Source: an optimization exercise on an open RTL-to-GDS flow (aim: small area, a short achievable clock period and few clock cycles per item). Production flows keep margins and buffers that such runs may drop. At most, simulation tests tie the RTL to the original design; equivalence was not proved. Function not checked in run 3: the RTL went through the layout flow alone. No activity file was given, so power comes from the tool's default toggle rates.

==> design.v <==
`timescale 1ns / 1ps
module packet_timestamp_interpolator
(
    input  logic         clk,
    input  logic         rst_n,
    input  logic         cfg_valid,
    output logic         cfg_ready,
    input  logic [1:0]   cfg_index,
    input  logic [63:0]  cfg_data,
    input  logic         in_valid,
    output logic         in_ready,
    input  logic [15:0]  packet_length,
    input  logic [63:0]  cycle_count,
    output logic         out_valid,
    input  logic         out_ready,
    output logic [63:0]  timestamp,
    output logic         recalibrated
);
    function automatic [4:0] bitlen17(input [16:0] v);
        integer i;
        begin
            bitlen17 = 5'd0;
            for (i = 0; i < 17; i = i + 1)
                if (v[i]) bitlen17 = 5'(i + 1);
        end
    endfunction
    function automatic [4:0] bitlen23(input [22:0] v);
        integer i;
        begin
            bitlen23 = 5'd0;
            for (i = 0; i < 23; i = i + 1)
                if (v[i]) bitlen23 = 5'(i + 1);
        end
    endfunction
    localparam logic [3:0] W_IDLE = 4'd0,
                           W_SUB  = 4'd1,
                           W_MUL  = 4'd2,
                           W_DIV  = 4'd3,
                           W_NOW  = 4'd4,
                           W_UPD  = 4'd5,
                           W_SDIV = 4'd6,
                           W_SFIN = 4'd7;
    assign cfg_ready = 1'b1;
    logic [33:0] tick;
    logic [63:0] base_cycles, base_time, anchor;
    logic [6:0]  items;
    logic [22:0] bytes, speed, q, r;
    logic [4:0]  bls;                  
    logic        ib_v, ib_rc, ib_wait;
    logic [16:0] ib_add;
    logic [4:0]  ib_bla;
    logic        s2_v, s2_rc;
    logic [16:0] s2_x, s2_q;
    logic [17:0] s2_d;
    logic [3:0]  s2_cnt;
    logic        rr_v, rr_rc;
    logic [16:0] rr_ra, rr_qa;
    logic [1:0]  qcnt;
    logic [22:0] e0_q, e1_q;
    logic        e0_rc, e1_rc;
    logic        ov, o_rc;
    logic [63:0] ts;
    logic [3:0]  wst;
    logic [87:0] wn;
    logic [33:0] wr;
    logic [6:0]  wcnt;
    logic        keep;
    logic accept, is_cal;
    logic s2_fin, rr_cons, s2_done_ok, s2_load, pop;
    assign is_cal     = (items == 7'd64);
    assign rr_cons    = rr_v && (qcnt != 2'd2);
    assign s2_fin     = s2_v && (s2_cnt <= 4'd1);
    assign s2_done_ok = s2_fin && (!rr_v || rr_cons);
    assign s2_load    = ib_v && !ib_wait && (!s2_v || s2_done_ok);
    assign in_ready   = !ib_v || s2_load;
    assign accept     = in_valid && in_ready;
    assign pop        = (qcnt != 2'd0) && (!ov || out_ready);
    logic [4:0]  ld_j, ld_jp;
    logic        ld_fast1, ld_fast0;
    logic [40:0] ld_sh;
    logic [17:0] x18, x1, x2, d1;
    logic [18:0] x1d, x2d;
    logic        ge1, ge2;
    assign ld_fast1 = (bls == 5'd1);
    assign ld_fast0 = (ib_bla < bls);
    assign ld_j     = ib_bla - bls;
    assign ld_jp    = ld_j | 5'd1;
    assign ld_sh    = {18'd0, speed} << ld_jp;
    assign x18 = {1'b0, s2_x};
    assign x1d = {1'b0, x18} - {1'b0, s2_d};
    assign ge1 = !x1d[18];
    assign x1  = ge1 ? x1d[17:0] : x18;
    assign d1  = {1'b0, s2_d[17:1]};
    assign x2d = {1'b0, x1} - {1'b0, d1};
    assign ge2 = !x2d[18];
    assign x2  = ge2 ? x2d[17:0] : x1;
    logic [23:0] s3_t, s3_td;
    logic        s3_c;
    logic [22:0] s3_q;
    assign s3_t  = {1'b0, r} + {7'd0, rr_ra};
    assign s3_td = s3_t - {1'b0, speed};
    assign s3_c  = !s3_td[23];
    assign s3_q  = q + {6'd0, rr_qa} + {22'd0, s3_c};
    logic [22:0] ts_in;
    logic [63:0] ts_sum;
    assign ts_in  = (qcnt == 2'd0) ? q : e0_q;
    assign ts_sum = anchor + {41'd0, ts_in};
    logic [81:0] wa_b, wa_s;
    logic        wa_cin;
    always_comb
    begin
        wa_cin = 1'b0;
        case (wst)
            W_SUB:   begin wa_b = {17'h1ffff, ~base_cycles, 1'b1}; wa_cin = 1'b1; end
            W_MUL:   wa_b = {wn[79:0], 2'b00};
            W_NOW:   wa_b = {18'd0, base_time};
            default: begin wa_b = {18'h3ffff, ~anchor}; wa_cin = 1'b1; end
        endcase
    end
    assign wa_s = wn[81:0] + wa_b + {81'd0, wa_cin};
    logic [33:0] dv;
    logic [33:0] dv_sm;
    logic        zin, skip, wdone;
    logic        b1, b2, wge1, wge2;
    logic [34:0] wr1, wr1s, wr2, wr2s;
    logic [35:0] wr1d, wr2d;
    assign dv = (wst == W_SDIV) ? {11'd0, r} : tick;
    always_comb
    begin
        dv_sm[33] = dv[33];
        for (int i = 32; i >= 0; i--)
            dv_sm[i] = dv_sm[i+1] | dv[i];
    end
    assign zin  = (wst == W_DIV) && (wcnt <= 7'd6);
    assign skip = (wcnt >= ((wst == W_DIV) ? 7'd14 : 7'd8))
                  && ((dv_sm[8] && ((wr & ~{9'd0, dv_sm[33:9]}) == 34'd0))
                      || (dv_sm[0] && wr == 34'd0 && wn[87:80] == 8'd0));
    assign wdone = skip ? (wcnt == 7'd8) : (wcnt == 7'd2);
    assign b1   = zin ? 1'b0 : wn[87];
    assign b2   = zin ? 1'b0 : wn[86];
    assign wr1  = {wr, b1};
    assign wr1d = {1'b0, wr1} - {2'b0, dv};
    assign wge1 = !wr1d[35];
    assign wr1s = wge1 ? wr1d[34:0] : wr1;
    assign wr2  = {wr1s[33:0], b2};
    assign wr2d = {1'b0, wr2} - {2'b0, dv};
    assign wge2 = !wr2d[35];
    assign wr2s = wge2 ? wr2d[34:0] : wr2;
    logic [63:0] now_v;
    logic        est_lt;
    logic [22:0] new_speed;
    assign now_v     = wn[63:0];
    assign est_lt    = (ts_sum < now_v);
    assign new_speed = (wn[22:0] == 23'd0) ? 23'd1 : wn[22:0];
    logic upd_go;
    assign upd_go = (wst == W_UPD) && !s2_v && !rr_v && (qcnt == 2'd0);
    always_ff @(posedge clk or negedge rst_n)
    begin
        if (!rst_n)
        begin
            tick        <= 34'd1000000000;
            base_cycles <= '0;
            base_time   <= '0;
            anchor      <= '0;
            items       <= '0;
            bytes       <= '0;
            speed       <= 23'd1250;
            bls         <= 5'd11;
            q           <= '0;
            r           <= '0;
            ib_v        <= 1'b0;
            ib_wait     <= 1'b0;
            s2_v        <= 1'b0;
            rr_v        <= 1'b0;
            qcnt        <= '0;
            ov          <= 1'b0;
            wst         <= W_IDLE;
        end
        else
        begin
            if (cfg_valid)
            begin
                case (cfg_index)
                    2'd0: tick        <= cfg_data[33:0];
                    2'd1: base_cycles <= cfg_data;
                    2'd2: base_time   <= cfg_data;
                    default: ;
                endcase
            end
            if (cfg_valid && cfg_index == 2'd2)
                anchor <= cfg_data;
            else if (upd_go && est_lt)
                anchor <= now_v;
            if (accept)
            begin
                ib_v    <= 1'b1;
                ib_wait <= is_cal;
                items   <= is_cal ? 7'd1 : items + 7'd1;
            end
            else if (s2_load)
                ib_v <= 1'b0;
            if (wst == W_SFIN)
                bytes <= '0;
            else if (s2_load)
                bytes <= bytes + {6'd0, ib_add};
            if (s2_load)
                s2_v <= 1'b1;
            else if (s2_done_ok)
                s2_v <= 1'b0;
            if (s2_done_ok)
                rr_v <= 1'b1;
            else if (rr_cons)
                rr_v <= 1'b0;
            if (wst == W_SFIN)
            begin
                q <= '0;
                r <= '0;
            end
            else if (upd_go)
                r <= (|wa_s[63:23]) ? 23'd1 : wa_s[22:0];
            else if (rr_cons)
            begin
                q <= s3_q;
                r <= s3_c ? s3_td[22:0] : s3_t[22:0];
            end
            case ({rr_cons, pop})
                2'b10:   qcnt <= qcnt + 2'd1;
                2'b01:   qcnt <= qcnt - 2'd1;
                default: ;
            endcase
            if (pop)
                ov <= 1'b1;
            else if (out_ready)
                ov <= 1'b0;
            case (wst)
                W_IDLE: if (accept && is_cal) wst <= W_SUB;
                W_SUB:  wst <= W_MUL;
                W_MUL:  if (wcnt == 7'd1) wst <= W_DIV;
                W_DIV:  if (wdone) wst <= W_NOW;
                W_NOW:  wst <= W_UPD;
                W_UPD:  if (upd_go) wst <= W_SDIV;
                W_SDIV: if (wdone) wst <= W_SFIN;
                default:
                begin
                    wst     <= W_IDLE;
                    ib_wait <= 1'b0;
                    if (!keep)
                    begin
                        speed <= new_speed;
                        bls   <= bitlen23(new_speed);
                    end
                end
            endcase
        end
    end
    always_ff @(posedge clk)
    begin
        if (accept)
        begin
            ib_add <= {1'b0, packet_length} + 17'd24;
            ib_bla <= bitlen17({1'b0, packet_length} + 17'd24);
            ib_rc  <= is_cal;
        end
        if (s2_load)
        begin
            s2_rc  <= ib_rc;
            s2_d   <= ld_sh[17:0];
            s2_x   <= ld_fast1 ? 17'd0 : ib_add;
            s2_q   <= ld_fast1 ? ib_add : 17'd0;
            s2_cnt <= (ld_fast1 || ld_fast0) ? 4'd0 : ({1'b0, ld_j[3:1]} + 4'd1);
        end
        else if (s2_v && !s2_fin)
        begin
            s2_x   <= x2[16:0];
            s2_q   <= {s2_q[14:0], ge1, ge2};
            s2_d   <= {2'b00, s2_d[17:2]};
            s2_cnt <= s2_cnt - 4'd1;
        end
        if (s2_done_ok)
        begin
            rr_rc <= s2_rc;
            if (s2_cnt == 4'd0)
            begin
                rr_ra <= s2_x;
                rr_qa <= s2_q;
            end
            else
            begin
                rr_ra <= x2[16:0];
                rr_qa <= {s2_q[14:0], ge1, ge2};
            end
        end
        if (rr_cons && (qcnt == 2'd0 || (qcnt == 2'd1 && pop)))
        begin
            e0_q  <= s3_q;
            e0_rc <= rr_rc;
        end
        else if (pop)
        begin
            e0_q  <= e1_q;
            e0_rc <= e1_rc;
        end
        if (rr_cons && ((qcnt == 2'd1 && !pop) || qcnt == 2'd2))
        begin
            e1_q  <= s3_q;
            e1_rc <= rr_rc;
        end
        if (pop)
        begin
            ts   <= ts_sum;
            o_rc <= e0_rc;
        end
        case (wst)
            W_IDLE:
                if (accept && is_cal)
                    wn <= {23'd0, cycle_count, 1'b0};
            W_SUB:
            begin
                wn   <= {23'd0, wa_s[64:0]};
                wcnt <= 7'd7;
            end
            W_MUL:
            begin
                wn[81:0] <= wa_s;
                wcnt     <= (wcnt == 7'd1) ? 7'd94 : wcnt - 7'd1;
                wr       <= '0;
            end
            W_DIV, W_SDIV:
                if (skip)
                begin
                    wr   <= {wr[25:0], wn[87:80]};
                    wn   <= {wn[79:0], 8'd0};
                    wcnt <= wcnt - 7'd8;
                end
                else
                begin
                    wr   <= wr2s[33:0];
                    wn   <= {wn[85:0], wge1, wge2};
                    wcnt <= wcnt - 7'd2;
                end
            W_NOW:
                wn[63:0] <= wa_s[63:0];
            W_UPD:
                if (upd_go)
                begin
                    wn   <= (|wa_s[63:23]) ? 88'd0 : {1'b0, bytes, 64'd0};
                    wr   <= '0;
                    wcnt <= 7'd24;
                    keep <= (wa_s[63:0] == 64'd0);
                end
            default: ;
        endcase
    end
    assign out_valid    = ov;
    assign timestamp    = ts;
    assign recalibrated = o_rc;
endmodule
==> run.sh <==
#!/bin/bash
# synth_recipe.tcl (not shown) runs the flow's synth.tcl, then flattens the netlist and writes it again
# the make line also repeats each setting of config.mk as NAME=value (left out here)
make -C /OpenROAD-flow-scripts/flow DESIGN_CONFIG=/design/flow/config.mk WORK_HOME=/design/flow/orfs CLKGATE_MAP_FILE= SYNTH_SCRIPT=/design/flow/synth_recipe.tcl finish
==> config.mk <==
export PLATFORM = sky130hd
export DESIGN_NAME = packet_timestamp_interpolator
export DESIGN_NICKNAME = packet_timestamp_interpolator
export VERILOG_FILES = /design/flow/design.v
export SDC_FILE = /design/flow/constraint.sdc
export NUM_CORES = 4
export LEC_CHECK = 0
export CAP_MARGIN = 35
export CORE_MARGIN = 2
export CORE_UTILIZATION = 40
export SLEW_MARGIN = 35
==> constraint.sdc <==
create_clock -name core_clock -period 8.0 [get_ports {clk}]
set_input_delay 1.6000 -clock core_clock [delete_from_list [all_inputs] [get_ports {clk}]]
set_output_delay 1.6000 -clock core_clock [all_outputs]
set_load 0.01 [all_outputs]
==> metrics.md, run 1 <==
| Metric | Value |
|---|---|
| Run status | no timing/DRC/antenna violations |
| DRC violation total after the first TritonRoute iteration | 4738 |
| Synth warnings | 1 |
| Clock skew after layout | 0.03851 ns |
| Worst-case hold slack | 0.4232 ns |
| Overflow left after global routing | 0 |
| Buffers & Inverters on Critical Path | 2 |
| Per-instance average area after synthesis | 8.927 sq um |
| Critical path depth | 31 |
| Delay-heaviest family, CP | compound AO/OA/AOI/OAI gates |
| Via count | roughly 46000 |
| Startpoint of the most critical hold path | e0_rc$_DFFE_PP_ |
| Wire length of the first global-routing pass | 282.2 mm |
| DRC violation count after routing | 0 |
| CTS tree | built |
| Most instantiated flip-flop cell in the synthesis netlist | sky130_fd_sc_hd__edfxtp_1 |
| Actual slew at the worst max-slew pin | 0.9774 ns |
| Area of the core | between 100000 and 150000 sq um |
| Hold worst-path end | o_rc$_DFFE_PP_ |
| Reg clk slew, reported paths | 0.06 ns |
| Slew headroom | 34.60% |
| Number of enable-type register cells in the synthesized netlist | approximately 360 |
| Hold depth | 0 |
| Filler Cells Inserted | 12119 |
| All-layer global routing usage | 28.37% |
| Largest area contributor in the synthesized netlist | sky130_fd_sc_hd__edfxtp_1 |
| Vias in the first global route | roughly 44000 |
| Shortest period the worst path allows | 7.638 ns |
| Count of TritonRoute iterations in the first routing pass | 6 |
| Cells taking the most area after synthesis | sky130_fd_sc_hd__edfxtp_1 (21%), sky130_fd_sc_hd__dfrtp_1 (16%), sky130_fd_sc_hd__ha_1 (9.0%) |
| Top cell by count, worst path | sky130_fd_sc_hd__a21oi_2 |
| Clock tree root driver cell | sky130_fd_sc_hd__clkbuf_16 |
| Critical path peak fanout | 5 |
| Post-CTS Hold Fix Bufs | 0 |
| Required time of the worst setup path | 8.45 ns |
| Maximum buffer depth of the clock tree | 3 |
| Std-Cell Rows | 131 |
| Die W | 361.2 um |
| Critical R2R Launch | r[0]$_DFFE_PN0P_ |
| Top Ports | about 220 |
| Number of port buffers | 217 |
| Commonest non-fill, non-tap cell in the layout | sky130_fd_sc_hd__nand2_1 |
| Leakage Power | 0.02456 uW |
| Final number of hold-violating endpoints | 0 |
| Post-synthesis instance area | 51030 sq um |
| Cell at the slowest stage of the critical path | sky130_fd_sc_hd__dfrtp_1 |
| Synthesized netlist net count | between 6000 and 7000 |
| Register Area | 19290 sq um |
| Die area | 130500 sq um |
| Wirelength per Cell | approximately 25 um |
| Unrepaired setup endpoints after global routing | false |
| Residual antenna-violating net count after detailed routing | 0 |
| Post-placement setup slack | -0.05056 ns |
| Critical setup path kind | flip-flop to flip-flop |
| Type of the tightest min-delay check | flip-flop to flip-flop |
| Total area of multi-input combinational cells | around 30000 sq um |
| Vias per std cell | 5.966 |
| Number of synthesized register bits | 698 |
| Count of maximum capacitance violations | 0 |
| Power Dens Cells | around 380 nW/um^2 |
| Insertion delay to the later sink of the worst-skew pair | 0.71 ns |
| Post-route setup slack | 0.3621 ns |
| Capturing element type of the critical path | flip-flop |
| Worst R2R End | e0_q[22]$_DFFE_PP_ |
| Max-slew violation total from the final report | 0 |
| Largest voltage drop on the vdd net | 0.4180 mV |
| Post-synth cell types | between 100 and 150 |
| Most frequent cells in the layout | sky130_fd_sc_hd__nand2_1 (769), sky130_fd_sc_hd__o21ai_0 (531), sky130_fd_sc_hd__a21oi_1 (455), sky130_fd_sc_hd__nor2_1 (418), sky130_fd_sc_hd__ha_1 (366) |
| Post-synthesis async set-or-reset flop share | 48.71% |
| Final setup viols | 0 |
| Share of layout cells above drive strength 1 | a little under an eighth |
| Maximum number of pins on one net before global-route repair | 125 |
| Crit share post-route | 95.47% |
| Max stage delay on crit path | 0.41 ns |
| Gate Count Post-Synth | 5717 |
| Count of clock tree sinks | 698 |
| Starting Density | between 40% and 50% |
| Routability-driven placement congestion ratio | 0.9964 |
| H-tree levels | 3 |
| Net count, final | 6528 |
| R2R cell count | 31 |
| Critical Path Start | r[0]$_DFFE_PN0P_ |
| Number of buffers inserted during clock tree synthesis | 84 |
| Worst reg-to-reg setup slack | between 0.3 and 0.4 ns |
| Die Y-Extent | 361.2 um |
| Area growth from synthesis to layout | 16.32% |
| Kind of start point of the critical path | flip-flop |
| Initial antenna violation count | 12 |
| Max Clk Rate | between 100 and 150 MHz |
| Portion of synthesized cell area occupied by the leading cell type | a little over a fifth |
| Total detailed-routing wirelength | 189.5 mm |
| Total half-perimeter wirelength after legalization and detailed placement | 145.5 mm |
| Register area share after synthesis | 37.79% |
| Arr. time, crit path | 8.09 ns |
-- worst max path at each step --
stage / to
floorplan: wr[10]$_SDFFCE_PN0P_
global placement: e0_q[20]$_DFFE_PP_
detailed placement: e0_q[22]$_DFFE_PP_
CTS: e0_q[22]$_DFFE_PP_
global route: anchor[10]$_DFFE_PN0P_
finish: e0_q[22]$_DFFE_PP_
-- state kept, by name, indices dropped and copies added (netlist names), 4 cells and up --
register     count
anchor          64
bytes           23
base_cycles     64
s2_cnt           4
wr              34
q               23
wcnt             7
s2_q            17
s2_x            17
rr_ra           17
s2_d            18
e0_q            23
speed           23
e1_q            23
ts              64
ib_add          17
rr_qa           17
bls              5
r               23
ib_bla           5
items            7
base_time       64
tick            34
wn              88
-- cell type report --
type	count	share of cell area, %
repair buffers	452	6.839
diodes	6	0.02529
clock buffers	115	3.998
flip-flops and latches	698	32.49
clock inverters	43	0.8051
well taps	1662	3.503
multi-input cells	4498	50.69
inverters	262	1.657
-- routing by layer --
layer	up-vias	part of all wire (%)	wire length (um)	global-route usage, %
li1	21408	-	-	-
met2	1898	44	82790	43.16
met4	6	3.8	7109	10.71
met5	-	0.018	35	0
met1	22486	44	83370	40.13
met3	355	8.6	16230	4.984
-- kinds of logic (layout without fill, tap and decap cells) --
logic type               Yosys count  in the layout  share of synthesized area, %
XOR/XNOR                         295            295                         5.063
multiplexers                     342            342                         7.267
other                              1              7                      0.007348
flip-flops                       698            698                         37.79
adder cells (fa/ha/maj)          381            381                         9.532
AO/OA/AOI/OAI                   1694           1694                         20.60
buffers and inverters            521            872                         3.935
AND/OR/NAND/NOR                 1785           1785                         15.80
-- cell usage after synthesis (all sizes together) (10+ instances only) --
cell / n
a221o: 12
o211ai: 43
o21a: 65
a22oi: 94
nor3: 104
o221ai: 25
nand3: 124
nand4: 56
nor4: 34
mux2: 188
a211oi: 46
and4: 10
or4: 12
o31ai: 23
a2111oi: 16
ha: 368
xor2: 103
a21oi: 464
o21bai: 31
or3: 43
and2: 24
inv: 261
a21boi: 14
nor2b: 51
a221oi: 13
a41oi: 10
nor2: 428
a31oi: 35
and3: 44
fa: 13
o21ai: 549
xnor2: 192
nand2b: 36
clkbuf: 199
dfstp: 21
buf: 60
nand2: 772
or2: 19
a21o: 119
dfrtp: 319
o22ai: 29
edfxtp: 358
mux2i: 150
-- where the power goes --
group	switching, uW	leakage [uW]	internal, uW
clock network	1690	0.00140	2350
registers	790	0.00771	5220
logic	7530	0.0155	5270
-- through the flow --
step | cell area [sq um] | std cells | utilization [%] | total power (uW) | TNS (ns)
6_report | 59360 | 7736 | 46.73 | 22850 | 0
5_1_grt | 59360 | 7734 | 46.73 | 24400 | 0
4_1_cts | 59150 | 7723 | 46.57 | 22570 | 0
3_5_place_dp | 56280 | 7565 | 44.31 | 18430 | -0.1345
3_3_place_gp | 56270 | 7565 | 44.29 | 18280 | 0
2_1_floorplan | 51040 | 5717 | - | 14510 | 0
-- repair_timing --
action | in CTS | in global routing
resized for setup | 3 | 28
pin swaps | 0 | 4
endpoints found under the setup margin | 5 | 92
buffers inserted | 0 | 6
Testbench counts, summed over its fixed seeds: cycles 5,933, items 2,560.
==> run 2: changes to the inputs <==
--- a/design.v
+++ b/design.v
@@ -1,4 +1,95 @@
 `timescale 1ns / 1ps
+module pti_unit
+(
+    input  logic        clk,
+    input  logic        rst_n,
+    input  logic        load,
+    input  logic [16:0] ld_x,
+    input  logic [16:0] ld_q,
+    input  logic [17:0] ld_d,
+    input  logic [3:0]  ld_cnt,
+    input  logic        ld_rc,
+    input  logic        take,         
+    output logic        can_load,
+    output logic        busy,
+    output logic        rr_v,
+    output logic        rr_rc,
+    output logic [16:0] rr_ra,
+    output logic [16:0] rr_qa
+);
+    logic        v, rc;
+    logic [16:0] x, qq;
+    logic [17:0] d;
+    logic [3:0]  cnt;
+    logic        fin, done_ok;
+    logic [17:0] x18, x1, x2, d1;
+    logic [18:0] x1d, x2d;
+    logic        ge1, ge2;
+    assign x18 = {1'b0, x};
+    assign x1d = {1'b0, x18} - {1'b0, d};
+    assign ge1 = !x1d[18];
+    assign x1  = ge1 ? x1d[17:0] : x18;
+    assign d1  = {1'b0, d[17:1]};
+    assign x2d = {1'b0, x1} - {1'b0, d1};
+    assign ge2 = !x2d[18];
+    assign x2  = ge2 ? x2d[17:0] : x1;
+    assign fin      = v && (cnt <= 4'd1);
+    assign done_ok  = fin && (!rr_v || take);
+    assign can_load = !v || done_ok;
+    assign busy     = v;
+    always_ff @(posedge clk or negedge rst_n)
+    begin
+        if (!rst_n)
+        begin
+            v    <= 1'b0;
+            rr_v <= 1'b0;
+        end
+        else
+        begin
+            if (load)
+                v <= 1'b1;
+            else if (done_ok)
+                v <= 1'b0;
+            if (done_ok)
+                rr_v <= 1'b1;
+            else if (take)
+                rr_v <= 1'b0;
+        end
+    end
+    always_ff @(posedge clk)
+    begin
+        if (load)
+        begin
+            rc  <= ld_rc;
+            d   <= ld_d;
+            x   <= ld_x;
+            qq  <= ld_q;
+            cnt <= ld_cnt;
+        end
+        else if (v && !fin)
+        begin
+            x   <= x2[16:0];
+            qq  <= {qq[14:0], ge1, ge2};
+            d   <= {2'b00, d[17:2]};
+            cnt <= cnt - 4'd1;
+        end
+        if (done_ok)
+        begin
+            rr_rc <= rc;
+            if (cnt == 4'd0)
+            begin
+                rr_ra <= x;
+                rr_qa <= qq;
+            end
+            else
+            begin
+                rr_ra <= x2[16:0];
+                rr_qa <= {qq[14:0], ge1, ge2};
+            end
+        end
+    end
+endmodule
+`timescale 1ns / 1ps
 module packet_timestamp_interpolator
 (
     input  logic         clk,
@@ -49,10 +140,11 @@
     logic        ib_v, ib_rc, ib_wait;
     logic [16:0] ib_add;
     logic [4:0]  ib_bla;
-    logic        s2_v, s2_rc;
-    logic [16:0] s2_x, s2_q;
-    logic [17:0] s2_d;
-    logic [3:0]  s2_cnt;
+    logic        dsel, csel;
+    logic        ua_can, ub_can, ua_busy, ub_busy;
+    logic        ua_rv, ub_rv, ua_rc, ub_rc;
+    logic [16:0] ua_ra, ub_ra, ua_qa, ub_qa;
+    logic        ua_load, ub_load, ua_take, ub_take;
     logic        rr_v, rr_rc;
     logic [16:0] rr_ra, rr_qa;
     logic [1:0]  qcnt;
@@ -66,34 +158,48 @@
     logic [6:0]  wcnt;
     logic        keep;
     logic accept, is_cal;
-    logic s2_fin, rr_cons, s2_done_ok, s2_load, pop;
+    logic rr_cons, s2_load, pop;
     assign is_cal     = (items == 7'd64);
+    assign rr_v       = csel ? ub_rv : ua_rv;
+    assign rr_rc      = csel ? ub_rc : ua_rc;
+    assign rr_ra      = csel ? ub_ra : ua_ra;
+    assign rr_qa      = csel ? ub_qa : ua_qa;
     assign rr_cons    = rr_v && (qcnt != 2'd2);
-    assign s2_fin     = s2_v && (s2_cnt <= 4'd1);
-    assign s2_done_ok = s2_fin && (!rr_v || rr_cons);
-    assign s2_load    = ib_v && !ib_wait && (!s2_v || s2_done_ok);
+    assign ua_take    = rr_cons && !csel;
+    assign ub_take    = rr_cons && csel;
+    assign ua_load    = ib_v && !ib_wait && !dsel && ua_can;
+    assign ub_load    = ib_v && !ib_wait && dsel && ub_can;
+    assign s2_load    = ua_load || ub_load;
     assign in_ready   = !ib_v || s2_load;
     assign accept     = in_valid && in_ready;
     assign pop        = (qcnt != 2'd0) && (!ov || out_ready);
     logic [4:0]  ld_j, ld_jp;
     logic        ld_fast1, ld_fast0;
     logic [40:0] ld_sh;
-    logic [17:0] x18, x1, x2, d1;
-    logic [18:0] x1d, x2d;
-    logic        ge1, ge2;
+    logic [16:0] ld_x, ld_q;
+    logic [3:0]  ld_cnt;
     assign ld_fast1 = (bls == 5'd1);
     assign ld_fast0 = (ib_bla < bls);
     assign ld_j     = ib_bla - bls;
     assign ld_jp    = ld_j | 5'd1;
     assign ld_sh    = {18'd0, speed} << ld_jp;
-    assign x18 = {1'b0, s2_x};
-    assign x1d = {1'b0, x18} - {1'b0, s2_d};
-    assign ge1 = !x1d[18];
-    assign x1  = ge1 ? x1d[17:0] : x18;
-    assign d1  = {1'b0, s2_d[17:1]};
-    assign x2d = {1'b0, x1} - {1'b0, d1};
-    assign ge2 = !x2d[18];
-    assign x2  = ge2 ? x2d[17:0] : x1;
+    assign ld_x   = ld_fast1 ? 17'd0 : ib_add;
+    assign ld_q   = ld_fast1 ? ib_add : 17'd0;
+    assign ld_cnt = (ld_fast1 || ld_fast0) ? 4'd0 : ({1'b0, ld_j[3:1]} + 4'd1);
+    pti_unit u_a
+    (
+        .clk (clk), .rst_n (rst_n), .load (ua_load),
+        .ld_x (ld_x), .ld_q (ld_q), .ld_d (ld_sh[17:0]), .ld_cnt (ld_cnt), .ld_rc (ib_rc),
+        .take (ua_take), .can_load (ua_can), .busy (ua_busy),
+        .rr_v (ua_rv), .rr_rc (ua_rc), .rr_ra (ua_ra), .rr_qa (ua_qa)
+    );
+    pti_unit u_b
+    (
+        .clk (clk), .rst_n (rst_n), .load (ub_load),
+        .ld_x (ld_x), .ld_q (ld_q), .ld_d (ld_sh[17:0]), .ld_cnt (ld_cnt), .ld_rc (ib_rc),
+        .take (ub_take), .can_load (ub_can), .busy (ub_busy),
+        .rr_v (ub_rv), .rr_rc (ub_rc), .rr_ra (ub_ra), .rr_qa (ub_qa)
+    );
     logic [23:0] s3_t, s3_td;
     logic        s3_c;
     logic [22:0] s3_q;
@@ -153,7 +259,7 @@
     assign est_lt    = (ts_sum < now_v);
     assign new_speed = (wn[22:0] == 23'd0) ? 23'd1 : wn[22:0];
     logic upd_go;
-    assign upd_go = (wst == W_UPD) && !s2_v && !rr_v && (qcnt == 2'd0);
+    assign upd_go = (wst == W_UPD) && !ua_busy && !ub_busy && !ua_rv && !ub_rv && (qcnt == 2'd0);
     always_ff @(posedge clk or negedge rst_n)
     begin
         if (!rst_n)
@@ -170,8 +276,8 @@
             r           <= '0;
             ib_v        <= 1'b0;
             ib_wait     <= 1'b0;
-            s2_v        <= 1'b0;
-            rr_v        <= 1'b0;
+            dsel        <= 1'b0;
+            csel        <= 1'b0;
             qcnt        <= '0;
             ov          <= 1'b0;
             wst         <= W_IDLE;
@@ -204,13 +310,9 @@
             else if (s2_load)
                 bytes <= bytes + {6'd0, ib_add};
             if (s2_load)
-                s2_v <= 1'b1;
-            else if (s2_done_ok)
-                s2_v <= 1'b0;
-            if (s2_done_ok)
-                rr_v <= 1'b1;
-            else if (rr_cons)
-                rr_v <= 1'b0;
+                dsel <= !dsel;
+            if (rr_cons)
+                csel <= !csel;
             if (wst == W_SFIN)
             begin
                 q <= '0;
@@ -261,35 +363,6 @@
             ib_bla <= bitlen17({1'b0, packet_length} + 17'd24);
             ib_rc  <= is_cal;
         end
-        if (s2_load)
-        begin
-            s2_rc  <= ib_rc;
-            s2_d   <= ld_sh[17:0];
-            s2_x   <= ld_fast1 ? 17'd0 : ib_add;
-            s2_q   <= ld_fast1 ? ib_add : 17'd0;
-            s2_cnt <= (ld_fast1 || ld_fast0) ? 4'd0 : ({1'b0, ld_j[3:1]} + 4'd1);
-        end
-        else if (s2_v && !s2_fin)
-        begin
-            s2_x   <= x2[16:0];
-            s2_q   <= {s2_q[14:0], ge1, ge2};
-            s2_d   <= {2'b00, s2_d[17:2]};
-            s2_cnt <= s2_cnt - 4'd1;
-        end
-        if (s2_done_ok)
-        begin
-            rr_rc <= s2_rc;
-            if (s2_cnt == 4'd0)
-            begin
-                rr_ra <= s2_x;
-                rr_qa <= s2_q;
-            end
-            else
-            begin
-                rr_ra <= x2[16:0];
-                rr_qa <= {s2_q[14:0], ge1, ge2};
-            end
-        end
         if (rr_cons && (qcnt == 2'd0 || (qcnt == 2'd1 && pop)))
         begin
             e0_q  <= s3_q;
==> run 2 against run 1 <==
Still clean on timing, DRC and antenna; non-clock buffer count fell by 45; die area is 12% higher; global-route usage is 0.61 points lower; via count up 9.7%; critical path type unchanged; highest routed layer unchanged.
==> metrics.md, run 2 <==
| Metric | Value |
|---|---|
| Routability-driven placement congestion ratio | 0.9833 (-1.3%) |
| H-tree levels | 3 (unchanged) |
| Net count, final | 7183 (+10%) |
| Worst reg-to-reg setup slack | 0.34 ns (-0.02 ns) |
| All-layer global routing usage | 27.76% (-0.61 points) |
| Clock tree root driver cell | sky130_fd_sc_hd__clkbuf_16 |
| Portion of synthesized cell area occupied by the leading cell type | 23.69% (+2.6 points) |
| Critical setup path kind | flip-flop to flip-flop |
| Max-slew violation total from the final report | 0 (unchanged) |
| Comb power frac | 65.0% (+9.0 points) |
| Largest register FFs | 88 (unchanged) |
| Max Clk Rate | 130.5 MHz (-0.31%) |
| Die Y-Extent | 381.6 um (+5.7%) |
| Power Dens Cells | 544.1 nW/um^2 (+41%) |
| Worst R2R End | wn[66]$_SDFFCE_PP0P_ |
| Pint | 18670 uW (+45%) |
| Most instantiated flip-flop cell in the synthesis netlist | sky130_fd_sc_hd__edfxtp_1 |
| Count of maximum capacitance violations | 0 (unchanged) |
| Maximum number of pins on one net before global-route repair | 166 (+33%) |
| Critical Path, Cell by Cell | buf_4 -> nor2b_1 -> nand2_1 -> o21ai_4 -> buf_12 -> buf_4 -> o21ai_0 -> ha_1 -> nand4_1 -> nor4_1 -> buf_4 -> nand3_1 -> o21ai_0 -> o21ai_0 -> o31ai_1 -> a21boi_0 -> xnor2_1 -> or3_1 -> nor4_4 -> nand3_2 -> buf_4 -> o221ai_1 |
| DRC violation total after the first TritonRoute iteration | 5493 (+16%) |
| DRC violation count after routing | 0 (unchanged) |
| Switching Fraction | 47.66% (+3.9 points) |
| Wirelength per Cell | 24.18 um (-1.3%) |
| Insertion delay to the later sink of the worst-skew pair | 0.74 ns (+0.03 ns) |
| Hold depth | 0 (unchanged) |
| Per-instance average area after synthesis | 8.910 sq um (-0.19%) |
| Cell at the slowest stage of the critical path | sky130_fd_sc_hd__o31ai_1 |
| Clk pwr share | 12.6% (-5.1 points) |
| Cells taking the most area after synthesis | sky130_fd_sc_hd__edfxtp_1 (24%), sky130_fd_sc_hd__dfrtp_1 (14%), sky130_fd_sc_hd__ha_1 (8.9%) |
| Total detailed-routing wirelength | 207.7 mm (+9.6%) |
| Post-synthesis async set-or-reset flop share | 43.32% (-5.4 points) |
| Initial antenna violation count | 12 (unchanged) |
| Count of TritonRoute iterations in the first routing pass | 6 (unchanged) |
| CTS tree | built |
| Placed Instance Area | 62180 sq um (+10%) |
| Sequential Power Share | 22.4% (-3.9 points) |
| Reg clk slew, reported paths | 0.06 ns (about the same) |
| Largest voltage drop on the vdd net | 0.6765 mV (+62%) |
| Synthesized netlist net count | 6973 (+12%) |
| Number of enable-type register cells in the synthesized netlist | 450 (+26%) |
| Total net switching power | 17010 uW (+70%) |
| Largest area contributor in the synthesized netlist | sky130_fd_sc_hd__edfxtp_1 |
| Kind of start point of the critical path | flip-flop |
| Wire length of the first global-routing pass | 309.2 mm (+9.6%) |
| Max stage delay on crit path | 0.55 ns (+0.14 ns) |
| Via count | 50651 (+9.7%) |
| Number of buffers inserted during clock tree synthesis | 95 (+13%) |
| Delay-heaviest family, CP | simple AND/OR/NAND/NOR gates |
| Required time of the worst setup path | 8.57 ns (+0.12 ns) |
| Hold worst-path end | u_b.rr_rc$_DFFE_PP_ |
| Die W | 381.6 um (+5.7%) |
| R2R cell count | 22 (-29%) |
| Leakage Power | 0.02734 uW (+11%) |
| Post-CTS Hold Fix Bufs | 0 (unchanged) |
| Commonest non-fill, non-tap cell in the layout | sky130_fd_sc_hd__nand2_1 |
| Register area share after synthesis | 38.83% (+1.0 points) |
| Capturing element type of the critical path | flip-flop |
| Most frequent cells in the layout | sky130_fd_sc_hd__nand2_1 (876), sky130_fd_sc_hd__a21oi_1 (623), sky130_fd_sc_hd__nor2_1 (565), sky130_fd_sc_hd__o21ai_0 (494), sky130_fd_sc_hd__edfxtp_1 (450) |
| Vias in the first global route | 48583 (+10%) |
| Slew headroom | 33.29% (-1.3 points) |
| Largest register by flop count | wn |
| Number of synthesized register bits | 794 (+14%) |
| Worst-case hold slack | 0.4153 ns (-0.007859 ns) |
| Area of the core | 141600 sq um (+11%) |
| Die area | 145600 sq um (+12%) |
| Clock skew after layout | 0.02312 ns (-0.01538 ns) |
| Final setup TNS | 0 ns (unchanged) |
| Most instantiated library cell after synthesis | sky130_fd_sc_hd__nand2_1 |
| Std-Cell Rows | 138 (+5.3%) |
| Synth warnings | 2 (+1) |
| Critical R2R Launch | wst[1]$_DFFE_PN0P_ |
| Gate Count Post-Synth | 6402 (+12%) |
| Share of layout cells above drive strength 1 | 10.70% (-0.92 points) |
| Non-filler instance count after layout | 8589 (+11%) |
| Number of port buffers | 217 (unchanged) |
| Total half-perimeter wirelength after legalization and detailed placement | 156.4 mm (+7.5%) |
| Actual slew at the worst max-slew pin | 1.001 ns (+0.02319 ns) |
| Critical path peak fanout | 47 (+42) |
| Top cell by count, worst path | sky130_fd_sc_hd__buf_4 |
| Vias per std cell | 5.897 (-1.2%) |
| Post-placement cell count | 8399 (+11%) |
| Overflow left after global routing | 0 (unchanged) |
| Count of clock tree sinks | 794 (+14%) |
| Type of the tightest min-delay check | flip-flop to flip-flop |
| Maximum buffer depth of the clock tree | 3 (unchanged) |
| Startpoint of the most critical hold path | u_b.rc$_DFFE_PP_ |
| Residual antenna-violating net count after detailed routing | 0 (unchanged) |
| Starting Density | 40.29% (+0.11 points) |
| Run status | no timing/DRC/antenna violations |
| Post-synthesis instance area | 57040 sq um (+12%) |
| Final setup viols | 0 (unchanged) |
| Final number of hold-violating endpoints | 0 (unchanged) |
| Top Ports | 219 (unchanged) |
| Final design area excluding fillers | 65570 sq um (+10%) |
| Crit share post-route | 95.77% (+0.29 points) |
| Buffers & Inverters on Critical Path | 5 (+3) |
| Cell types with the highest counts after synthesis | sky130_fd_sc_hd__nand2_1 (879), sky130_fd_sc_hd__a21oi_1 (633), sky130_fd_sc_hd__nor2_1 (571) |
| Arr. time, crit path | 8.23 ns (+0.14 ns) |
| Filler Cells Inserted | 13673 (+13%) |
| Post-synth cell types | 92 (-13%) |
| Area growth from synthesis to layout | 14.96% |
| Shortest period the worst path allows | 7.661 ns (+0.02341 ns) |
## run 2: cell count changes after synthesis, sizes merged, moves of 26 or more
cell | before | now
xnor2 | 192 | 234
nor2 | 428 | 571
nand2 | 772 | 879
nand3 | 124 | 98
ha | 368 | 405
o21ai | 549 | 514
a21oi | 464 | 637
clkbuf | 199 | 251
mux2 | 188 | 225
edfxtp | 358 | 450
a22oi | 94 | 32
inv | 261 | 312
## run 2: power by group through the flow
stage,Sequential [uW],Clock [uW],Combinational [uW]
after floorplan,7470,0,15900
after global placement,8000,0,22200
after detailed placement,8010,0,22500
after CTS,7940,4560,22700
after global routing,8100,4700,25500
final,7990,4490,23200
## run 2: layout make-up
cell class                      count  area (sq um)  area share [%]
Multi-Input combinational cell   4996         32900           50.17
Sequential cell                   794         22150           33.78
Timing Repair Buffer              407          3767           5.745
Clock buffer                      119          2644           4.032
Tap cell                         1890          2365           3.606
Inverter                          318          1196           1.824
Clock inverter                     59         534.3          0.8148
Antenna cell                        6         15.01         0.02290
## run 2: worst max-delay path by stage
stage	from	to	depth (start not counted)
2_1_floorplan	csel$_DFFE_PN0P_	e0_q[20]$_DFFE_PP_	37
3_3_place_gp	csel$_DFFE_PN0P_	e0_q[20]$_DFFE_PP_	35
3_5_place_dp	csel$_DFFE_PN0P_	e0_q[20]$_DFFE_PP_	35
4_1_cts	csel$_DFFE_PN0P_	e0_q[20]$_DFFE_PP_	35
5_1_grt	csel$_DFFE_PN0P_	e0_q[20]$_DFFE_PP_	35
6_report	wst[1]$_DFFE_PN0P_	wn[66]$_SDFFCE_PP0P_	22
## run 2: per-layer routing
metal	GRT usage (%)	share of wire [%]	routed length, um	vias to the layer above
li1	-	-	-	23558
met1	37.87	44	90550	24785
met2	42.74	44	90770	1879
met3	5.505	7.8	16190	423
met4	11.92	4.9	10110	6
met5	0	0.023	47	-
## run 2: cells by family after synthesis
| logic type | Yosys count | synth area share (%) |
|---|---|---|
| buffers and inverters | 612 | 4.106 |
| adders and majority gates | 420 | 9.410 |
| other | 1 | 0.006574 |
| and+or+nand+nor | 2048 | 15.91 |
| AOI/OAI and AO/OA | 1813 | 19.39 |
| muxes | 368 | 7.039 |
| DFF | 794 | 38.83 |
| xor gates and xnor gates | 346 | 5.313 |
## run 2: stage by stage
| step | utilization [%] | power [uW] | worst slack (ns) |
|---|---|---|---|
| after global placement | 43.88 | 30240 | 0.1343 |
| final | 46.31 | 35680 | 0.3387 |
| after global routing | 46.30 | 38260 | -0.01753 |
| after CTS | 46.16 | 35180 | 0.009920 |
| after floorplan | - | 23400 | 0.002331 |
| after detailed placement | 43.92 | 30520 | 0.05783 |
## run 2: what timing repair did
action	4_1_cts	5_1_grt
hold endpoints to repair	0	0
setup buffers	0	4
setup endpoints to repair	0	145
gates resized for setup	0	30
## run 2: worst register-to-register path, cell delays in order, from the launching register on
cell                       delay, ns
sky130_fd_sc_hd__dfrtp_4        0.42
sky130_fd_sc_hd__buf_4          0.53
sky130_fd_sc_hd__nor2b_1        0.50
sky130_fd_sc_hd__nand2_1        0.19
sky130_fd_sc_hd__o21ai_4        0.30
sky130_fd_sc_hd__buf_12         0.27
sky130_fd_sc_hd__buf_4          0.26
sky130_fd_sc_hd__o21ai_0        0.11
sky130_fd_sc_hd__ha_1           0.50
sky130_fd_sc_hd__nand4_1        0.21
sky130_fd_sc_hd__nor4_1         0.35
sky130_fd_sc_hd__buf_4          0.20
sky130_fd_sc_hd__nand3_1        0.07
sky130_fd_sc_hd__o21ai_0        0.51
sky130_fd_sc_hd__o21ai_0        0.39
sky130_fd_sc_hd__o31ai_1        0.55
sky130_fd_sc_hd__a21boi_0       0.22
sky130_fd_sc_hd__xnor2_1        0.27
sky130_fd_sc_hd__or3_1          0.47
sky130_fd_sc_hd__nor4_4         0.54
sky130_fd_sc_hd__nand3_2        0.13
sky130_fd_sc_hd__buf_4          0.27
sky130_fd_sc_hd__o221ai_1       0.23
Testbench counts of run 2, summed over its fixed seeds: cycles 4,650, items 2,560.
==> run 3: changes to the inputs <==
--- a/design.v
+++ b/design.v
@@ -26,13 +26,13 @@
     logic [18:0] x1d, x2d;
     logic        ge1, ge2;
     assign x18 = {1'b0, x};
-    assign x1d = {1'b0, x18} - {1'b0, d};
-    assign ge1 = !x1d[18];
-    assign x1  = ge1 ? x1d[17:0] : x18;
     assign d1  = {1'b0, d[17:1]};
-    assign x2d = {1'b0, x1} - {1'b0, d1};
-    assign ge2 = !x2d[18];
+    pti_add #(18) u_r1 (.a (x18), .b (~d),  .cin (1'b1), .s (x1d[17:0]), .cout (ge1));
+    assign x1  = ge1 ? x1d[17:0] : x18;
+    pti_add #(18) u_r2 (.a (x1),  .b (~d1), .cin (1'b1), .s (x2d[17:0]), .cout (ge2));
     assign x2  = ge2 ? x2d[17:0] : x1;
+    assign x1d[18] = 1'b0;
+    assign x2d[18] = 1'b0;
     assign fin      = v && (cnt <= 4'd1);
     assign done_ok  = fin && (!rr_v || take);
     assign can_load = !v || done_ok;
@@ -90,6 +90,40 @@
     end
 endmodule
 `timescale 1ns / 1ps
+module pti_add #(parameter int W = 8)
+(
+    input  logic [W-1:0] a,
+    input  logic [W-1:0] b,
+    input  logic         cin,
+    output logic [W-1:0] s,
+    output logic         cout
+);
+    localparam int N = W + 1;
+    localparam int L = $clog2(N);
+    logic [(L+1)*N-1:0] g, p;
+    assign g[N-1:0] = {a & b, cin};
+    assign p[N-1:0] = {a ^ b, 1'b0};
+    for (genvar l = 0; l < L; l++)
+    begin : lvl
+        for (genvar i = 0; i < N; i++)
+        begin : pos
+            if (((i >> l) & 1) == 1)
+            begin : comb
+                localparam int J = ((i >> l) << l) - 1;
+                assign g[(l+1)*N+i] = g[l*N+i] | (p[l*N+i] & g[l*N+J]);
+                assign p[(l+1)*N+i] = p[l*N+i] & p[l*N+J];
+            end
+            else
+            begin : pass
+                assign g[(l+1)*N+i] = g[l*N+i];
+                assign p[(l+1)*N+i] = p[l*N+i];
+            end
+        end
+    end
+    assign s    = p[W:1] ^ g[L*N+W-1:L*N];
+    assign cout = g[L*N+W];
+endmodule
+`timescale 1ns / 1ps
 module packet_timestamp_interpolator
 (
     input  logic         clk,
@@ -135,7 +169,8 @@
     logic [33:0] tick;
     logic [63:0] base_cycles, base_time, anchor;
     logic [6:0]  items;
-    logic [22:0] bytes, speed, q, r;
+    logic [22:0] bytes, speed, qs, r;
+    logic        qc;                   
     logic [4:0]  bls;                  
     logic        ib_v, ib_rc, ib_wait;
     logic [16:0] ib_add;
@@ -149,7 +184,7 @@
     logic [16:0] rr_ra, rr_qa;
     logic [1:0]  qcnt;
     logic [22:0] e0_q, e1_q;
-    logic        e0_rc, e1_rc;
+    logic        e0_c, e1_c, e0_rc, e1_rc;
     logic        ov, o_rc;
     logic [63:0] ts;
     logic [3:0]  wst;
@@ -173,6 +208,10 @@
     assign in_ready   = !ib_v || s2_load;
     assign accept     = in_valid && in_ready;
     assign pop        = (qcnt != 2'd0) && (!ov || out_ready);
+    logic [16:0] in_add;
+    logic [22:0] bytes_add;
+    pti_add #(17) u_inadd (.a ({1'b0, packet_length}), .b (17'd24), .cin (1'b0), .s (in_add), .cout ());
+    pti_add #(23) u_bytes (.a (bytes), .b ({6'd0, ib_add}), .cin (1'b0), .s (bytes_add), .cout ());
     logic [4:0]  ld_j, ld_jp;
     logic        ld_fast1, ld_fast0;
     logic [40:0] ld_sh;
@@ -200,17 +239,25 @@
         .take (ub_take), .can_load (ub_can), .busy (ub_busy),
         .rr_v (ub_rv), .rr_rc (ub_rc), .rr_ra (ub_ra), .rr_qa (ub_qa)
     );
-    logic [23:0] s3_t, s3_td;
+    logic [23:0] s3_t, s3_a, s3_b, s3_cc, s3_x, s3_y;
+    logic [24:0] s3_t2;
     logic        s3_c;
     logic [22:0] s3_q;
-    assign s3_t  = {1'b0, r} + {7'd0, rr_ra};
-    assign s3_td = s3_t - {1'b0, speed};
-    assign s3_c  = !s3_td[23];
-    assign s3_q  = q + {6'd0, rr_qa} + {22'd0, s3_c};
+    assign s3_a  = {1'b0, r};
+    assign s3_b  = {7'd0, rr_ra};
+    assign s3_cc = ~{1'b0, speed};
+    assign s3_x  = s3_a ^ s3_b ^ s3_cc;
+    assign s3_y  = (s3_a & s3_b) | (s3_a & s3_cc) | (s3_b & s3_cc);
+    pti_add #(24) u_s3t  (.a (s3_a), .b (s3_b), .cin (1'b0), .s (s3_t), .cout ());
+    pti_add #(25) u_s3t2 (.a ({1'b0, s3_x}), .b ({s3_y, 1'b0}), .cin (1'b1), .s (s3_t2), .cout ());
+    assign s3_c  = s3_t2[24];
+    pti_add #(23) u_s3q  (.a (qs), .b ({6'd0, rr_qa}), .cin (qc), .s (s3_q), .cout ());
     logic [22:0] ts_in;
+    logic        ts_cin;
     logic [63:0] ts_sum;
-    assign ts_in  = (qcnt == 2'd0) ? q : e0_q;
-    assign ts_sum = anchor + {41'd0, ts_in};
+    assign ts_in  = (qcnt == 2'd0) ? qs : e0_q;
+    assign ts_cin = (qcnt == 2'd0) ? qc : e0_c;
+    pti_add #(64) u_ts (.a (anchor), .b ({41'd0, ts_in}), .cin (ts_cin), .s (ts_sum), .cout ());
     logic [81:0] wa_b, wa_s;
     logic        wa_cin;
     always_comb
@@ -223,7 +270,7 @@
             default: begin wa_b = {18'h3ffff, ~anchor}; wa_cin = 1'b1; end
         endcase
     end
-    assign wa_s = wn[81:0] + wa_b + {81'd0, wa_cin};
+    pti_add #(82) u_wa (.a (wn[81:0]), .b (wa_b), .cin (wa_cin), .s (wa_s), .cout ());
     logic [33:0] dv;
     logic [33:0] dv_sm;
     logic        zin, skip, wdone;
@@ -245,18 +292,18 @@
     assign b1   = zin ? 1'b0 : wn[87];
     assign b2   = zin ? 1'b0 : wn[86];
     assign wr1  = {wr, b1};
-    assign wr1d = {1'b0, wr1} - {2'b0, dv};
-    assign wge1 = !wr1d[35];
+    pti_add #(35) u_w1 (.a (wr1), .b (~{1'b0, dv}), .cin (1'b1), .s (wr1d[34:0]), .cout (wge1));
+    assign wr1d[35] = 1'b0;
     assign wr1s = wge1 ? wr1d[34:0] : wr1;
     assign wr2  = {wr1s[33:0], b2};
-    assign wr2d = {1'b0, wr2} - {2'b0, dv};
-    assign wge2 = !wr2d[35];
+    pti_add #(35) u_w2 (.a (wr2), .b (~{1'b0, dv}), .cin (1'b1), .s (wr2d[34:0]), .cout (wge2));
+    assign wr2d[35] = 1'b0;
     assign wr2s = wge2 ? wr2d[34:0] : wr2;
     logic [63:0] now_v;
     logic        est_lt;
     logic [22:0] new_speed;
     assign now_v     = wn[63:0];
-    assign est_lt    = (ts_sum < now_v);
+    pti_add #(64) u_lt (.a (now_v), .b (~ts_sum), .cin (1'b0), .s (), .cout (est_lt));
     assign new_speed = (wn[22:0] == 23'd0) ? 23'd1 : wn[22:0];
     logic upd_go;
     assign upd_go = (wst == W_UPD) && !ua_busy && !ub_busy && !ua_rv && !ub_rv && (qcnt == 2'd0);
@@ -272,7 +319,8 @@
             bytes       <= '0;
             speed       <= 23'd1250;
             bls         <= 5'd11;
-            q           <= '0;
+            qs          <= '0;
+            qc          <= 1'b0;
             r           <= '0;
             ib_v        <= 1'b0;
             ib_wait     <= 1'b0;
@@ -308,22 +356,24 @@
             if (wst == W_SFIN)
                 bytes <= '0;
             else if (s2_load)
-                bytes <= bytes + {6'd0, ib_add};
+                bytes <= bytes_add;
             if (s2_load)
                 dsel <= !dsel;
             if (rr_cons)
                 csel <= !csel;
             if (wst == W_SFIN)
             begin
-                q <= '0;
-                r <= '0;
+                qs <= '0;
+                qc <= 1'b0;
+                r  <= '0;
             end
             else if (upd_go)
                 r <= (|wa_s[63:23]) ? 23'd1 : wa_s[22:0];
             else if (rr_cons)
             begin
-                q <= s3_q;
-                r <= s3_c ? s3_td[22:0] : s3_t[22:0];
+                qs <= s3_q;
+                qc <= s3_c;
+                r  <= s3_c ? s3_t2[22:0] : s3_t[22:0];
             end
             case ({rr_cons, pop})
                 2'b10:   qcnt <= qcnt + 2'd1;
@@ -359,23 +409,26 @@
     begin
         if (accept)
         begin
-            ib_add <= {1'b0, packet_length} + 17'd24;
-            ib_bla <= bitlen17({1'b0, packet_length} + 17'd24);
+            ib_add <= in_add;
+            ib_bla <= bitlen17(in_add);
             ib_rc  <= is_cal;
         end
         if (rr_cons && (qcnt == 2'd0 || (qcnt == 2'd1 && pop)))
         begin
             e0_q  <= s3_q;
+            e0_c  <= s3_c;
             e0_rc <= rr_rc;
         end
         else if (pop)
         begin
             e0_q  <= e1_q;
+            e0_c  <= e1_c;
             e0_rc <= e1_rc;
         end
         if (rr_cons && ((qcnt == 2'd1 && !pop) || qcnt == 2'd2))
         begin
             e1_q  <= s3_q;
+            e1_c  <= s3_c;
             e1_rc <= rr_rc;
         end
         if (pop)
--- a/config.mk
+++ b/config.mk
@@ -8,4 +8,6 @@
 export CAP_MARGIN = 35
 export CORE_MARGIN = 2
 export CORE_UTILIZATION = 40
+export SETUP_SLACK_MARGIN = 4.0
 export SLEW_MARGIN = 35
+export TNS_END_PERCENT = 100
==> run 3 against run 2 <==
Core utilization is 5.5 points higher; clock power up 7.6%; clock skew is 0.015 ns higher; combinational power fell by 19%; critical endpoint is now wr[26]$_SDFFCE_PP0P_; still clean on timing, DRC and antenna; register-to-register slack better by 0.78 ns; cell count up 1.5%; maximum frequency grew 11%; non-clock buffer count increased by 316.
==> metrics.md, run 3 <==
| Metric | Value |
|---|---|
| Run status | no timing/DRC/antenna violations |
| H-tree levels | 3 (unchanged) |
| DRC violation count after routing | 0 (unchanged) |
| Post-synth cell types | 109 (+18%) |
| Final setup TNS | 0 ns (unchanged) |
| Cell types with the highest counts after synthesis | sky130_fd_sc_hd__nand2_1 (841), sky130_fd_sc_hd__nor2_1 (582), sky130_fd_sc_hd__a21oi_1 (534) |
| Largest register FFs | 88 (unchanged) |
| Total detailed-routing wirelength | 219.0 mm (+5.4%) |
| Critical path peak fanout | 7 (-85%) |
| Commonest non-fill, non-tap cell in the layout | sky130_fd_sc_hd__nand2_1 |
| Type of the tightest min-delay check | flip-flop to flip-flop |
| Most instantiated flip-flop cell in the synthesis netlist | sky130_fd_sc_hd__edfxtp_1 |
| Pint | 17950 uW (-3.9%) |
| Max-slew violation total from the final report | 0 (unchanged) |
| Overflow left after global routing | 0 (unchanged) |
| Share of layout cells above drive strength 1 | 22.46% (+12 points) |
| Reg clk slew, reported paths | 0.07 ns (about the same) |
| Final design area excluding fillers | 73250 sq um (+12%) |
| Power Dens Cells | 423.8 nW/um^2 (-22%) |
| Count of TritonRoute iterations in the first routing pass | 6 (unchanged) |
| Cell at the slowest stage of the critical path | sky130_fd_sc_hd__o41a_1 |
| All-layer global routing usage | 28.05% (+0.29 points) |
| Count of clock tree sinks | 797 (+0.38%) |
| Wirelength per Cell | 25.13 um (+3.9%) |
| CTS tree | built |
| Arr. time, crit path | 7.33 ns (-0.90 ns) |
| Number of port buffers | 217 (unchanged) |
| Sequential Power Share | 23.8% (+1.4 points) |
| Top Ports | 219 (unchanged) |
| Maximum buffer depth of the clock tree | 3 (unchanged) |
| Total power draw | 31040 uW (-13%) |
| Vias in the first global route | 48494 (-0.18%) |
| Count of maximum capacitance violations | 0 (unchanged) |
| Number of enable-type register cells in the synthesized netlist | 452 (+0.44%) |
| Max Clk Rate | 145.3 MHz (+11%) |
| Final setup viols | 0 (unchanged) |
| Total net switching power | 13090 uW (-23%) |
| Vias per std cell | 5.995 (+1.7%) |
| Largest area contributor in the synthesized netlist | sky130_fd_sc_hd__edfxtp_1 |
| Capturing element type of the critical path | flip-flop |
| Per-instance average area after synthesis | 9.145 sq um (+2.6%) |
| Critical R2R Launch | wst[0]$_DFFE_PN0P_ |
| Residual antenna-violating net count after detailed routing | 0 (unchanged) |
| Leakage Power | 0.03058 uW (+12%) |
| Critical Path Start | wst[0]$_DFFE_PN0P_ |
| Final cell utilization of the core | 51.80% (+5.5 points) |
| Routability-driven placement congestion ratio | 0.9869 (+0.37%) |
| Startpoint of the most critical hold path | e0_rc$_DFFE_PP_ |
| Shortest period the worst path allows | 6.882 ns (-0.7793 ns) |
| Area growth from synthesis to layout | 28.50% |
| Post-synthesis instance area | 57000 sq um (about the same) |
| Post-synthesis async set-or-reset flop share | 43.29% (about the same) |
| Gate Count Post-Synth | 6233 (-2.6%) |
| Most frequent cells in the layout | sky130_fd_sc_hd__nand2_1 (803), sky130_fd_sc_hd__nor2_1 (519), sky130_fd_sc_hd__a21oi_1 (452), sky130_fd_sc_hd__edfxtp_1 (452), sky130_fd_sc_hd__o21ai_0 (369) |
| Cells taking the most area after synthesis | sky130_fd_sc_hd__edfxtp_1 (24%), sky130_fd_sc_hd__dfrtp_1 (14%), sky130_fd_sc_hd__ha_1 (9.1%) |
| Std-Cell Rows | 138 (unchanged) |
| Largest voltage drop on the vdd net | 0.8524 mV (+26%) |
| Unrepaired setup endpoints after global routing | true |
| Number of synthesized register bits | 797 (+0.38%) |
| Switching Fraction | 42.16% (-5.5 points) |
| Top cell by count, worst path | sky130_fd_sc_hd__buf_6 |
| Critical setup path kind | flip-flop to flip-flop |
| Initial antenna violation count | 4 (-8) |
| Crit share post-route | 86.03% (-9.7 points) |
| Via count | 52245 (+3.1%) |
| DRC violation total after the first TritonRoute iteration | 5451 (-0.76%) |
| Clk pwr share | 15.6% (+3.0 points) |
| Starting Density | 40.31% (about the same) |
| Placed Instance Area | 62250 sq um (+0.10%) |
| Required time of the worst setup path | 8.45 ns (-0.12 ns) |
| Clock tree root driver cell | sky130_fd_sc_hd__clkbuf_16 |
| Max stage delay on crit path | 0.50 ns (-0.05 ns) |
| Most instantiated library cell after synthesis | sky130_fd_sc_hd__nand2_1 |
| Area of the core | 141400 sq um (-0.12%) |
| Slew headroom | 20.49% (-13 points) |
| Worst-case hold slack | 0.4213 ns (+0.005931 ns) |
| Number of buffers inserted during clock tree synthesis | 97 (+2.1%) |
| Insertion delay to the later sink of the worst-skew pair | 0.75 ns (about the same) |
| Synth warnings | 2 (unchanged) |
| Largest register by flop count | wn |
| Net count, final | 7378 (+2.7%) |
| Die area | 145500 sq um (about the same) |
| Wire length of the first global-routing pass | 311.6 mm (+0.77%) |
| Maximum number of pins on one net before global-route repair | 143 (-14%) |
| Register area share after synthesis | 39.01% (+0.18 points) |
| Synthesized netlist net count | 6871 (-1.5%) |
| Portion of synthesized cell area occupied by the leading cell type | 23.81% (+0.12 points) |
| Die W | 381.5 um (about the same) |
| Die Y-Extent | 381.5 um (about the same) |
| Total half-perimeter wirelength after legalization and detailed placement | 147.7 mm (-5.6%) |
| Clock skew after layout | 0.03860 ns (+0.01548 ns) |
| Comb power frac | 60.6% (-4.4 points) |
| Actual slew at the worst max-slew pin | 1.184 ns (+0.1829 ns) |
| Final number of hold-violating endpoints | 0 (unchanged) |
| Kind of start point of the critical path | flip-flop |
run 3: path summary, 6_finish.rpt:
kind / slack [ns] / cells after the start / end
worst min register to register: 0.42 / 0 / o_rc$_DFFE_PP_
worst max-delay path: 1.12 / 32 / wr[26]$_SDFFCE_PP0P_
worst min-delay path: 0.42 / 0 / o_rc$_DFFE_PP_
min in group asynchronous: 0.86 / 1 / ib_v$_DFFE_PN0P_
worst max register to register: 1.12 / 32 / wr[26]$_SDFFCE_PP0P_
max in group asynchronous: 5.78 / 3 / tick[23]$_DFFE_PN1P_
run 3: timing repair:
action | in CTS | in global routing
buffers inserted | 105 | 226
hold buffers | 0 | 0
gates resized for setup | 176 | 698
pin swaps | 68 | 229
setup endpoints to repair | 476 | 477
cloned | 19 | 20
run 3: final cells by class:
type                       count  area [sq um]
timing repair inverter         2         12.51
sequential                   797         22240
fill                       12609         68170
clock inverter                57         708.2
antenna                        1         2.502
timing repair buffer         723          7606
multi-input combinational   4791         36320
clock buffer                 126          2724
tap                         1890          2365
inverter                     328          1267
run 3: logic make-up after synthesis:
kind of cell / after synthesis / share of synthesized area, %
AND/OR/NAND/NOR: 2025 / 15.91
multiplexers: 351 / 6.636
XOR/XNOR: 306 / 4.702
other: 1 / 0.006579
AO/OA/AOI/OAI: 1618 / 17.72
buffers and inverters: 648 / 4.366
flip-flops: 797 / 39.01
adder cells (fa/ha/maj): 487 / 11.65
run 3: critical path: cells and delay by family, from the launching register on:
family	cells	cell delay (ns)
flops	1	0.44
mux	3	0.67
fa+ha+maj	2	0.54
simple gates	5	0.83
compound gates	14	2.93
xor+xnor	1	0.09
buf+inv	7	1.06
run 3: per-layer routing:
metal / GRT usage (%) / part of all wire [%] / vias up
met5: 0 / 0.021 / -
met4: 11.71 / 5.2 / 8
met3: 6.098 / 9.8 / 586
met2: 43.55 / 44 / 2591
met1: 37.77 / 41 / 25657
li1: - / - / 23403
run 3: per-stage QoR:
stage,setup slack (ns),cells
2_1_floorplan,1.430,6233
3_3_place_gp,-0.02218,8156
3_5_place_dp,-0.1074,8159
4_1_cts,1.237,8466
5_1_grt,0.8794,8714
6_report,1.118,8715
run 3: power by group through the flow:
| stage | sequential, uW | clock, uW | combinational, uW |
|---|---|---|---|
| 6_report | 7390 | 4830 | 18800 |
| 2_1_floorplan | 7050 | 0 | 10800 |
| 5_1_grt | 7480 | 5020 | 20500 |
| 4_1_cts | 7340 | 4880 | 14700 |
| 3_5_place_dp | 7400 | 0 | 14300 |
| 3_3_place_gp | 7390 | 0 | 13900 |

[separate check: timing with driven ports]
Ports are ideal in the flow. The routed layouts listed here were re-timed in OpenROAD. Step 1, drivers: a clkbuf_16 drives clk and a buf_2 each remaining input, both assumed. Step 2 adds t to the input delays and takes it off the output delays; t is the mean of the earliest and latest rising clock arrival at the registers after step 1. Input paths then give back, and output paths get back, about the clock's delay inside the block. Slacks: no drivers / after step 1 / after step 2; pairs: no drivers / after step 1.
run | t (ns) | setup WS [ns] | worst setup path after step 2 | slew at the worst register clock pin (ns) | pins driven straight from the clock port
run 1 | 0.761 | 0.362 / 0.362 / 0.362 | register to register | 0.07 / 0.07 | 1
run 2 | 0.804 | 0.339 / 0.339 / 0.339 | register to register | 0.07 / 0.07 | 1
run 3 | 0.802 | 1.118 / 1.118 / 1.118 | register to register | 0.07 / 0.07 | 1
After both steps setup and hold are still met in every run listed.
